From an optimization exercise on the open Yosys and OpenROAD flow, aimed at a short achievable clock period and few clock cycles; shortcuts taken in it are not production practice. The RTL was checked by simulation tests, not by an equivalence proof against the original design. No activity file was given, so power comes from the tool's default toggle rates.

==> exp/quartz <==
## cache_top
module cache_top (
    input  logic        clk,
    input  logic        rst_b,
    input  logic        req_valid,
    input  logic [6:0]  req_opcode,
    input  logic [2:0]  req_funct3,
    input  logic [31:0] req_addr,
    input  logic [31:0] req_wdata,
    output logic        ready,
    output logic        resp_valid,
    output logic [31:0] resp_rdata,
    output logic        mem_start,
    output logic        mem_we,
    output logic [31:0] mem_addr,
    output logic [31:0] mem_wdata,
    input  logic        mem_done,
    input  logic [31:0] mem_rdata
);
    localparam int RQN = 8;
    localparam int RQB = 3;
    localparam int MQN = 2;
    localparam int MQB = 1;
    logic           valid_q [16];
    logic           dirty_q [16];
    logic           pend_q  [16];
    logic [RQB-1:0] pseq_q  [16];
    logic [3:0]     pmask_q [16];
    logic [25:0]    tag_q   [16];
    logic [31:0]    data_q  [16];
    typedef struct packed {
        logic        st;       
        logic        st_ok;    
        logic [2:0]  fmt;      
        logic [1:0]  off;
        logic [25:0] tag;
        logic [15:0] oh;       
        logic [3:0]  idx;
        logic [3:0]  be;
        logic [31:0] lane;     
    } req_t;
    logic        a_v, s_v, rdy_q;
    req_t        a_r, s_r, in_r;
    logic [15:0] a_m, s_m, in_m, sk_m;    
    logic in_mem;
    logic go;
    logic a_free;
    assign in_mem = (req_opcode == 7'h03) || (req_opcode == 7'h23);
    assign ready  = rdy_q;
    logic [63:0] in_dbl;
    logic [1:0]  in_o;
    always_comb begin
        in_o       = req_addr[1:0];
        in_dbl     = {req_wdata, req_wdata} << {in_o, 3'b000};
        in_r.st    = req_opcode[5];
        in_r.st_ok = req_opcode[5] && (req_funct3 == 3'd0 || req_funct3 == 3'd1 ||
                                       req_funct3 == 3'd2);
        in_r.fmt   = req_opcode[5] ? 3'd3 : req_funct3;
        in_r.off   = in_o;
        in_r.tag   = req_addr[31:6];
        in_r.idx   = req_addr[5:2];
        in_r.oh    = 16'd1 << req_addr[5:2];
        in_r.lane  = in_dbl[63:32];
        in_r.be    = 4'b0000;
        if (req_opcode[5]) begin
            case (req_funct3)
                3'd0: in_r.be = 4'b0001 << in_o;
                3'd1: begin
                    case (in_o)
  ...
clock: 10.0 ns
lec_check: 0
abc_clock_period_in_ps: 3000
cap_margin: 20
core_margin: 2
core_utilization: 55
place_density: 0.7
setup_slack_margin: 5
slew_margin: 20
tns_end_percent: 100
run.sh (not shown) runs the stock make flow with config.mk's settings and CLKGATE_MAP_FILE= SYNTH_SCRIPT=/design/flow/synth_recipe.tcl, a recipe that flattens the netlist after the stock synthesis.
==> exp/pepper (differences from exp/quartz) <==
==> flow/flow/run.sh (new file) <==
#!/bin/bash
# The standard layout (the standard.sh: the standard synthesis, then ORFS
# to the final layout) with timing repair asked to keep a larger setup margin
# than the flow settings allow, so that the layout is pushed past the 10 ns
# clock it is constrained and signed off at. Nothing else changes.
set -euo pipefail
export SETUP_SLACK_MARGIN=${SETUP_SLACK_MARGIN_OVERRIDE:-7}
bash standard.sh > standard_flow.log 2>&1
==> flow/standard.sh (new file) <==
#!/bin/bash
# synth_recipe.tcl (not shown) runs the flow's synth.tcl, then flattens the netlist and writes it again
# the make line also repeats each setting of config.mk as NAME=value (left out here)
make -C /OpenROAD-flow-scripts/flow DESIGN_CONFIG=/design/flow/config.mk WORK_HOME=/design/flow/orfs CLKGATE_MAP_FILE= SYNTH_SCRIPT=/design/flow/synth_recipe.tcl "${@:-finish}"
Settings changed: SETUP_SLACK_MARGIN 5 to default.
removed: flow/run.sh
==> comparison table <==
quantity                                                        exp/quartz               exp/pepper
Result of the run                                  complete, no violations  complete, no violations
Number of global-route vias before repair                           61,800                   65,800
Sequential Area                                                 59,900 um2               59,900 um2
Crit path required time                                           10.47 ns                  8.00 ns
Cell count after placement                                           8,738                    8,695
DR iter-0 viols                                                     10,900                   12,500
Reg2reg end                                                  rq_data[2][1]                 rd_q[17]
Met2 global-route usage                                              51.7%                    57.3%
Clock tree buffer count of the final layout                            258                      270
Met3 global-route usage                                              12.1%                    15.9%
Vias per std cell                                                     7.04                     7.18
Total of cells resized after clock tree synthesis                       13                    1,210
Hold path endpoint                                            mq_idx[1][2]                    rdy_q
Critical path capture point                                   data_q[9][2]             mem_wdata[0]
Cell Int Power                                                   17,800 uW                19,300 uW
Testbench counts of exp/quartz, summed over its fixed seeds: cycles 83,772.
Testbench counts of exp/pepper, summed over its fixed seeds: cycles 83,772.

---

==> job 7655: inputs <==
cache_top, a different RTL version from the one above (not shown whole).
clock: 10.0 ns
lec_check: 0
abc_clock_period_in_ps: 3000
cap_margin: 20
core_margin: 2
core_utilization: 55
place_density: 0.7
slew_margin: 20
tns_end_percent: 100
standard.sh (not shown) runs the stock make flow with config.mk's settings and CLKGATE_MAP_FILE= SYNTH_SCRIPT=/design/flow/synth_recipe.tcl, a recipe that flattens the netlist after the stock synthesis.
==> flow/flow/run.sh <==
#!/bin/bash
# The standard layout (the standard.sh: the standard synthesis, then ORFS
# to the final layout) with timing repair asked to keep a larger setup margin
# than the flow settings allow, so that the layout is pushed past the 10 ns
# clock it is constrained and signed off at. Nothing else changes.
set -euo pipefail
export SETUP_SLACK_MARGIN=${SETUP_SLACK_MARGIN_OVERRIDE:-7}
bash standard.sh > standard_flow.log 2>&1
==> job 3336 (differences from job 7655) <==
--- a/flow/design.v
+++ b/flow/design.v
@@ -222,21 +222,22 @@
     logic [25:0]    mq_rtag  [MQN];
     logic [3:0]     mq_idx   [MQN];
     logic [RQB-1:0] mq_slot  [MQN];
     assign mq_noh = {mq_hoh[MQN-2:0], mq_hoh[MQN-1]};
     logic           hd_wb, nx_wb, nx_ww;
     logic [25:0]    hd_wtag, hd_rtag, nx_wtag, nx_rtag;
     logic [3:0]     hd_idx, nx_idx, nx_wmask;
     logic [31:0]    hd_wdat, nx_wdat;
-    logic [RQB-1:0] hd_slot;
+    logic [RQB-1:0] hd_slot, nx_slot;
     always_comb begin
         hd_wb = 1'b0; hd_wtag = '0; hd_rtag = '0; hd_idx = '0; hd_wdat = '0; hd_slot = '0;
         nx_wb = 1'b0; nx_ww = 1'b0; nx_wtag = '0; nx_rtag = '0; nx_idx = '0; nx_wdat = '0;
         nx_wmask = '0;
+        nx_slot  = '0;
         for (int k = 0; k < MQN; k++) begin
             if (mq_hoh[k]) begin
                 hd_wb   = hd_wb   | mq_wb[k];
                 hd_wtag = hd_wtag | mq_wtag[k];
                 hd_rtag = hd_rtag | mq_rtag[k];
                 hd_idx  = hd_idx  | mq_idx[k];
                 hd_wdat = hd_wdat | mq_wdat[k];
                 hd_slot = hd_slot | mq_slot[k];
@@ -244,28 +245,28 @@
             if (mq_noh[k]) begin
                 nx_wb    = nx_wb    | mq_wb[k];
                 nx_ww    = nx_ww    | mq_ww[k];
                 nx_wtag  = nx_wtag  | mq_wtag[k];
                 nx_rtag  = nx_rtag  | mq_rtag[k];
                 nx_idx   = nx_idx   | mq_idx[k];
                 nx_wdat  = nx_wdat  | mq_wdat[k];
                 nx_wmask = nx_wmask | mq_wmask[k];
+                nx_slot  = nx_slot  | mq_slot[k];
             end
         end
     end
     logic           ms_q, mwe_q, wbd_q;
     logic           idle_q, nwe_q;    
     logic [29:0]    maddr_q;
     logic [31:0]    mwd_q;
     logic [3:0]     c_idx;
     logic [RQB-1:0] c_slot;
     logic           fill;
     assign c_idx  = hd_idx;
-    assign c_slot = hd_slot;
     assign fill   = !idle_q && mem_done && nwe_q;
     logic        miss_go;
     logic        l_fm;         
     logic        e_pend;       
     logic [31:0] e_data;       
     logic        l_wb;
     logic [15:0] pm;
     logic        l_pm;
@@ -332,16 +333,23 @@
             mwd_q   <= nx_wd;
         end else begin
             mwe_q   <= l_wb;
             nwe_q   <= !l_wb;
             maddr_q <= l_wb ? {l_tag, a_r.idx} : {a_r.tag, a_r.idx};
             mwd_q   <= e_data;
         end
     end
+    always_ff @(posedge clk) begin
+        if (fill) begin
+            c_slot <= mq_cnt[1] ? nx_slot : rq_tl;
+        end else if (mq_cnt == 2'd0) begin
+            c_slot <= rq_tl;
+        end
+    end
     always_ff @(posedge clk or negedge rst_b) begin
         if (!rst_b) begin
             mq_cnt <= '0;
             mq_hoh <= MQN'(1);
             mq_toh <= MQN'(1);
         end else begin
             if (miss_go) mq_toh <= {mq_toh[MQN-2:0], mq_toh[MQN-1]};
             if (fill)    mq_hoh <= mq_noh;
==> job 4266 (differences from job 7655) <==
--- a/flow/design.v
+++ b/flow/design.v
@@ -222,21 +222,22 @@
     logic [25:0]    mq_rtag  [MQN];
     logic [3:0]     mq_idx   [MQN];
     logic [RQB-1:0] mq_slot  [MQN];
     assign mq_noh = {mq_hoh[MQN-2:0], mq_hoh[MQN-1]};
     logic           hd_wb, nx_wb, nx_ww;
     logic [25:0]    hd_wtag, hd_rtag, nx_wtag, nx_rtag;
     logic [3:0]     hd_idx, nx_idx, nx_wmask;
     logic [31:0]    hd_wdat, nx_wdat;
-    logic [RQB-1:0] hd_slot;
+    logic [RQB-1:0] hd_slot, nx_slot;
     always_comb begin
         hd_wb = 1'b0; hd_wtag = '0; hd_rtag = '0; hd_idx = '0; hd_wdat = '0; hd_slot = '0;
         nx_wb = 1'b0; nx_ww = 1'b0; nx_wtag = '0; nx_rtag = '0; nx_idx = '0; nx_wdat = '0;
         nx_wmask = '0;
+        nx_slot  = '0;
         for (int k = 0; k < MQN; k++) begin
             if (mq_hoh[k]) begin
                 hd_wb   = hd_wb   | mq_wb[k];
                 hd_wtag = hd_wtag | mq_wtag[k];
                 hd_rtag = hd_rtag | mq_rtag[k];
                 hd_idx  = hd_idx  | mq_idx[k];
                 hd_wdat = hd_wdat | mq_wdat[k];
                 hd_slot = hd_slot | mq_slot[k];
@@ -244,29 +245,28 @@
             if (mq_noh[k]) begin
                 nx_wb    = nx_wb    | mq_wb[k];
                 nx_ww    = nx_ww    | mq_ww[k];
                 nx_wtag  = nx_wtag  | mq_wtag[k];
                 nx_rtag  = nx_rtag  | mq_rtag[k];
                 nx_idx   = nx_idx   | mq_idx[k];
                 nx_wdat  = nx_wdat  | mq_wdat[k];
                 nx_wmask = nx_wmask | mq_wmask[k];
+                nx_slot  = nx_slot  | mq_slot[k];
             end
         end
     end
     logic           ms_q, mwe_q, wbd_q;
-    logic           idle_q, nwe_q;    
     logic [29:0]    maddr_q;
     logic [31:0]    mwd_q;
     logic [3:0]     c_idx;
     logic [RQB-1:0] c_slot;
     logic           fill;
     assign c_idx  = hd_idx;
-    assign c_slot = hd_slot;
-    assign fill   = !idle_q && mem_done && nwe_q;
+    assign fill   = ms_q && mem_done && !mwe_q;
     logic        miss_go;
     logic        l_fm;         
     logic        e_pend;       
     logic [31:0] e_data;       
     logic        l_wb;
     logic [15:0] pm;
     logic        l_pm;
     always_comb begin
@@ -286,62 +286,64 @@
     assign go      = a_v && !nrdy_q;
     assign miss_go = go && !hit;
     assign l_wb    = l_valid && l_dirty;
     logic        use_hd;       
     logic        use_nx;       
     logic        use_f;        
     logic        hd_we_n;
     logic [31:0] nx_wd;
-    assign use_hd  = !idle_q && !fill;
+    assign use_hd  = ms_q && !fill;
     assign use_nx  = fill && mq_cnt[1];
-    assign use_f   = (idle_q || (fill && !mq_cnt[1])) && miss_go;
+    assign use_f   = (!ms_q || (fill && !mq_cnt[1])) && miss_go;
     assign hd_we_n = hd_wb && !wbd_q && !mem_done;
     assign mem_start = ms_q;
     assign mem_we    = mwe_q;
     assign mem_addr  = {maddr_q, 2'b00};
     assign mem_wdata = mwd_q;
     always_comb begin
         for (int b = 0; b < 4; b++) begin
             nx_wd[8*b +: 8] = (nx_ww && !nx_wmask[b]) ? mem_rdata[8*b +: 8] : nx_wdat[8*b +: 8];
         end
     end
     always_ff @(posedge clk or negedge rst_b) begin
         if (!rst_b) begin
-            ms_q   <= 1'b0;
-            idle_q <= 1'b1;
-            wbd_q  <= 1'b0;
+            ms_q  <= 1'b0;
+            wbd_q <= 1'b0;
         end else begin
-            ms_q   <= use_hd || use_nx || use_f;
-            idle_q <= !(use_hd || use_nx || use_f);
+            ms_q <= use_hd || use_nx || use_f;
             if (!use_hd) begin
                 wbd_q <= 1'b0;
             end else if (mem_done) begin
                 wbd_q <= 1'b1;
             end
         end
     end
     always_ff @(posedge clk) begin
         if (use_hd) begin
             mwe_q   <= hd_we_n;
-            nwe_q   <= !hd_we_n;
             maddr_q <= hd_we_n ? {hd_wtag, hd_idx} : {hd_rtag, hd_idx};
             mwd_q   <= hd_wdat;
         end else if (use_nx) begin
             mwe_q   <= nx_wb;
-            nwe_q   <= !nx_wb;
             maddr_q <= nx_wb ? {nx_wtag, nx_idx} : {nx_rtag, nx_idx};
             mwd_q   <= nx_wd;
         end else begin
             mwe_q   <= l_wb;
-            nwe_q   <= !l_wb;
             maddr_q <= l_wb ? {l_tag, a_r.idx} : {a_r.tag, a_r.idx};
             mwd_q   <= e_data;
         end
     end
+    always_ff @(posedge clk) begin
+        if (fill) begin
+            c_slot <= mq_cnt[1] ? nx_slot : rq_tl;
+        end else if (mq_cnt == 2'd0) begin
+            c_slot <= rq_tl;
+        end
+    end
     always_ff @(posedge clk or negedge rst_b) begin
         if (!rst_b) begin
             mq_cnt <= '0;
             mq_hoh <= MQN'(1);
             mq_toh <= MQN'(1);
         end else begin
             if (miss_go) mq_toh <= {mq_toh[MQN-2:0], mq_toh[MQN-1]};
             if (fill)    mq_hoh <= mq_noh;
==> job 5030 (differences from job 7655) <==
--- a/flow/design.v
+++ b/flow/design.v
@@ -248,96 +248,81 @@
                 nx_rtag  = nx_rtag  | mq_rtag[k];
                 nx_idx   = nx_idx   | mq_idx[k];
                 nx_wdat  = nx_wdat  | mq_wdat[k];
                 nx_wmask = nx_wmask | mq_wmask[k];
             end
         end
     end
     logic           ms_q, mwe_q, wbd_q;
-    logic           idle_q, nwe_q;    
     logic [29:0]    maddr_q;
     logic [31:0]    mwd_q;
     logic [3:0]     c_idx;
     logic [RQB-1:0] c_slot;
     logic           fill;
     assign c_idx  = hd_idx;
     assign c_slot = hd_slot;
-    assign fill   = !idle_q && mem_done && nwe_q;
+    assign fill   = ms_q && mem_done && !mwe_q;
     logic        miss_go;
     logic        l_fm;         
     logic        e_pend;       
     logic [31:0] e_data;       
     logic        l_wb;
-    logic [15:0] pm;
-    logic        l_pm;
-    always_comb begin
-        l_pm = 1'b0;
-        for (int i = 0; i < 16; i++) begin
-            pm[i] = pend_q[i] && (pseq_q[i] == c_slot);
-            l_pm  = l_pm | (a_r.oh[i] & pm[i]);
-        end
-    end
-    assign l_fm   = fill && l_pm;
+    assign l_fm   = fill && l_pend && (l_pseq == c_slot);
     assign e_pend = l_pend && !l_fm;
     always_comb begin
         for (int b = 0; b < 4; b++) begin
             e_data[8*b +: 8] = (l_fm && !l_pmask[b]) ? mem_rdata[8*b +: 8] : l_data[8*b +: 8];
         end
     end
     assign go      = a_v && !nrdy_q;
     assign miss_go = go && !hit;
     assign l_wb    = l_valid && l_dirty;
     logic        use_hd;       
     logic        use_nx;       
     logic        use_f;        
     logic        hd_we_n;
     logic [31:0] nx_wd;
-    assign use_hd  = !idle_q && !fill;
+    assign use_hd  = ms_q && !fill;
     assign use_nx  = fill && mq_cnt[1];
-    assign use_f   = (idle_q || (fill && !mq_cnt[1])) && miss_go;
+    assign use_f   = (!ms_q || (fill && !mq_cnt[1])) && miss_go;
     assign hd_we_n = hd_wb && !wbd_q && !mem_done;
     assign mem_start = ms_q;
     assign mem_we    = mwe_q;
     assign mem_addr  = {maddr_q, 2'b00};
     assign mem_wdata = mwd_q;
     always_comb begin
         for (int b = 0; b < 4; b++) begin
             nx_wd[8*b +: 8] = (nx_ww && !nx_wmask[b]) ? mem_rdata[8*b +: 8] : nx_wdat[8*b +: 8];
         end
     end
     always_ff @(posedge clk or negedge rst_b) begin
         if (!rst_b) begin
-            ms_q   <= 1'b0;
-            idle_q <= 1'b1;
-            wbd_q  <= 1'b0;
+            ms_q  <= 1'b0;
+            wbd_q <= 1'b0;
         end else begin
-            ms_q   <= use_hd || use_nx || use_f;
-            idle_q <= !(use_hd || use_nx || use_f);
+            ms_q <= use_hd || use_nx || use_f;
             if (!use_hd) begin
                 wbd_q <= 1'b0;
             end else if (mem_done) begin
                 wbd_q <= 1'b1;
             end
         end
     end
     always_ff @(posedge clk) begin
         if (use_hd) begin
             mwe_q   <= hd_we_n;
-            nwe_q   <= !hd_we_n;
             maddr_q <= hd_we_n ? {hd_wtag, hd_idx} : {hd_rtag, hd_idx};
             mwd_q   <= hd_wdat;
         end else if (use_nx) begin
             mwe_q   <= nx_wb;
-            nwe_q   <= !nx_wb;
             maddr_q <= nx_wb ? {nx_wtag, nx_idx} : {nx_rtag, nx_idx};
             mwd_q   <= nx_wd;
         end else begin
             mwe_q   <= l_wb;
-            nwe_q   <= !l_wb;
             maddr_q <= l_wb ? {l_tag, a_r.idx} : {a_r.tag, a_r.idx};
             mwd_q   <= e_data;
         end
     end
     always_ff @(posedge clk or negedge rst_b) begin
         if (!rst_b) begin
             mq_cnt <= '0;
             mq_hoh <= MQN'(1);
@@ -378,17 +363,17 @@
         end else begin
             for (int i = 0; i < 16; i++) begin
                 if (go && a_r.oh[i]) begin
                     valid_q[i] <= 1'b1;
                     dirty_q[i] <= (hit && dirty_q[i]) || a_r.st_ok;
                 end
                 if (go && a_r.oh[i] && !hit) begin
                     pend_q[i] <= 1'b1;
-                end else if (fill && c_idx == 4'(i) && pm[i]) begin
+                end else if (fill && c_idx == 4'(i) && pseq_q[i] == c_slot) begin
                     pend_q[i] <= 1'b0;
                 end
             end
         end
     end
     always_ff @(posedge clk) begin
         for (int i = 0; i < 16; i++) begin
             if (go && a_r.oh[i]) begin
@@ -398,17 +383,18 @@
                     pmask_q[i] <= a_r.be;
                 end else begin
                     pmask_q[i] <= pmask_q[i] | a_r.be;
                 end
             end
             for (int b = 0; b < 4; b++) begin
                 if (go && a_r.oh[i] && a_r.be[b]) begin
                     data_q[i][8*b +: 8] <= a_r.lane[8*b +: 8];
-                end else if (fill && c_idx == 4'(i) && pm[i] && !pmask_q[i][b]) begin
+                end else if (fill && c_idx == 4'(i) && pend_q[i] && pseq_q[i] == c_slot &&
+                             !pmask_q[i][b]) begin
                     data_q[i][8*b +: 8] <= mem_rdata[8*b +: 8];
                 end
             end
         end
     end
     logic [RQB:0] rq_cnt_n;
     assign rq_cnt_n = rq_cnt + (RQB+1)'(go) - (RQB+1)'(rq_pop);
     logic rq_full_n, mq_full_n;
==> flow_summary.ini <==
[setup_path]
critical-path-top-cell-by-count = buf_12
critical_path_cell_count = 15

[layout]
clkbuf_count = 257

[floorplan]
die_area_mm2 = 0.173

[pwr]
design_power_total_w = 0.0189

[yosys]
synth-compound-area-share = 0.139
post_synth_xor_area_fraction = 0.0497

[global_routing]
grt.met1_usage = 0.518

[outcome]
outcome = no timing/DRC/antenna violations
(the above is from job 7655)
==> flow_summary.ini <==
[yosys]
post_synth_xor_area_fraction = 0.0486
synth-compound-area-share = 0.151
postSynth.asyncResetShare = 0.0429
synth.distinct_cells = 66

[outcome]
outcome = no timing/DRC/antenna violations

[layout]
clkbuf_count = 276

[setup_path]
critical_path_cell_count = 1
critical_path.reg2reg.endpoint = rq_data[3][15]

[global_routing]
grt.met1_usage = 0.525

[floorplan]
die_area_mm2 = 0.177

[pwr]
design_power_total_w = 0.0195
(the above is from job 3336)
==> flow_summary.ini <==
[placement]
dp_worst_setup_slack_ns = 4.49
finalWeightedCongestion = 0.950

[setup_path]
critical_path_cell_count = 14
critical-path-top-cell-by-count = buf_12

[cts]
worstSkewPairLatency_ns = 0.87

[global_routing]
grt.met1_usage = 0.513

[yosys]
post_synth_xor_area_fraction = 0.0499
synth-compound-area-share = 0.114

[floorplan]
die_area_mm2 = 0.174

[outcome]
outcome = no timing/DRC/antenna violations

[layout]
antenna_cells = 20

[pwr]
combinationalPowerShare = 0.082
(the above is from job 5030)
==> flow_summary.ini <==
[yosys]
netlist_area_mm2 = 0.0937
synth-compound-area-share = 0.113
synth.distinct_cells = 71

[setup_path]
critical_path_cell_count = 1

[global_routing]
grt.met1_usage = 0.516

[floorplan]
die_area_mm2 = 0.174

[pwr]
design_power_total_w = 0.0188
power_in_the_clock_group_w = 0.00751

[layout]
layout-area-overhead-vs-synth_pct = 20.7
clkbuf_count = 257
fraction_of_standard_cell_area_that_is_sequential = 0.521
multi_input_gates = 3816

[outcome]
outcome = no timing/DRC/antenna violations

[timing]
drv_slew = 0
(the above is from job 4266)
Testbench counts of job 7655, summed over its fixed seeds: cycles 83,747.
Testbench counts of job 3336, summed over its fixed seeds: cycles 83,747.
Testbench counts of job 4266, summed over its fixed seeds: cycles 83,747.
Testbench counts of job 5030, summed over its fixed seeds: cycles 83,747.

## what the ideal ports hide
No port has a modelled driver above. Below, the same layouts with a new extraction and two added sets of constraints.
Step 1: set_driving_cell puts a clkbuf_16 on clk and a buf_2 on each other input, an assumption about the parent block.
Step 2 moves the port delays by t, midway between the first and last clock arrival at a register: inputs arrive t later, outputs are due t later. That takes back most of the time a late clock gives input paths.
Slacks: ideal ports / drivers / drivers and shift; pairs: ideal ports / drivers.
run	shift t [ns]	setup slack, ns	worst slew at a driven data input, ns
exp/quartz	0.945	5.195 / 5.235 / 4.309	0.18
exp/pepper	0.925	6.390 / 6.307 / 5.760	0.18
job 7655	0.962	6.349 / 6.349 / 5.856	0.15
job 3336	0.958	6.567 / 6.482 / 5.882	0.19
job 4266	0.939	6.583 / 6.495 / 5.910	0.14
job 5030	0.941	6.573 / 6.497 / 5.746	0.22
After both steps setup and hold are still met in every run listed. The setup slack of exp/quartz, which loses most, moves by +0.040 ns with the drivers and by -0.886 ns with both steps.
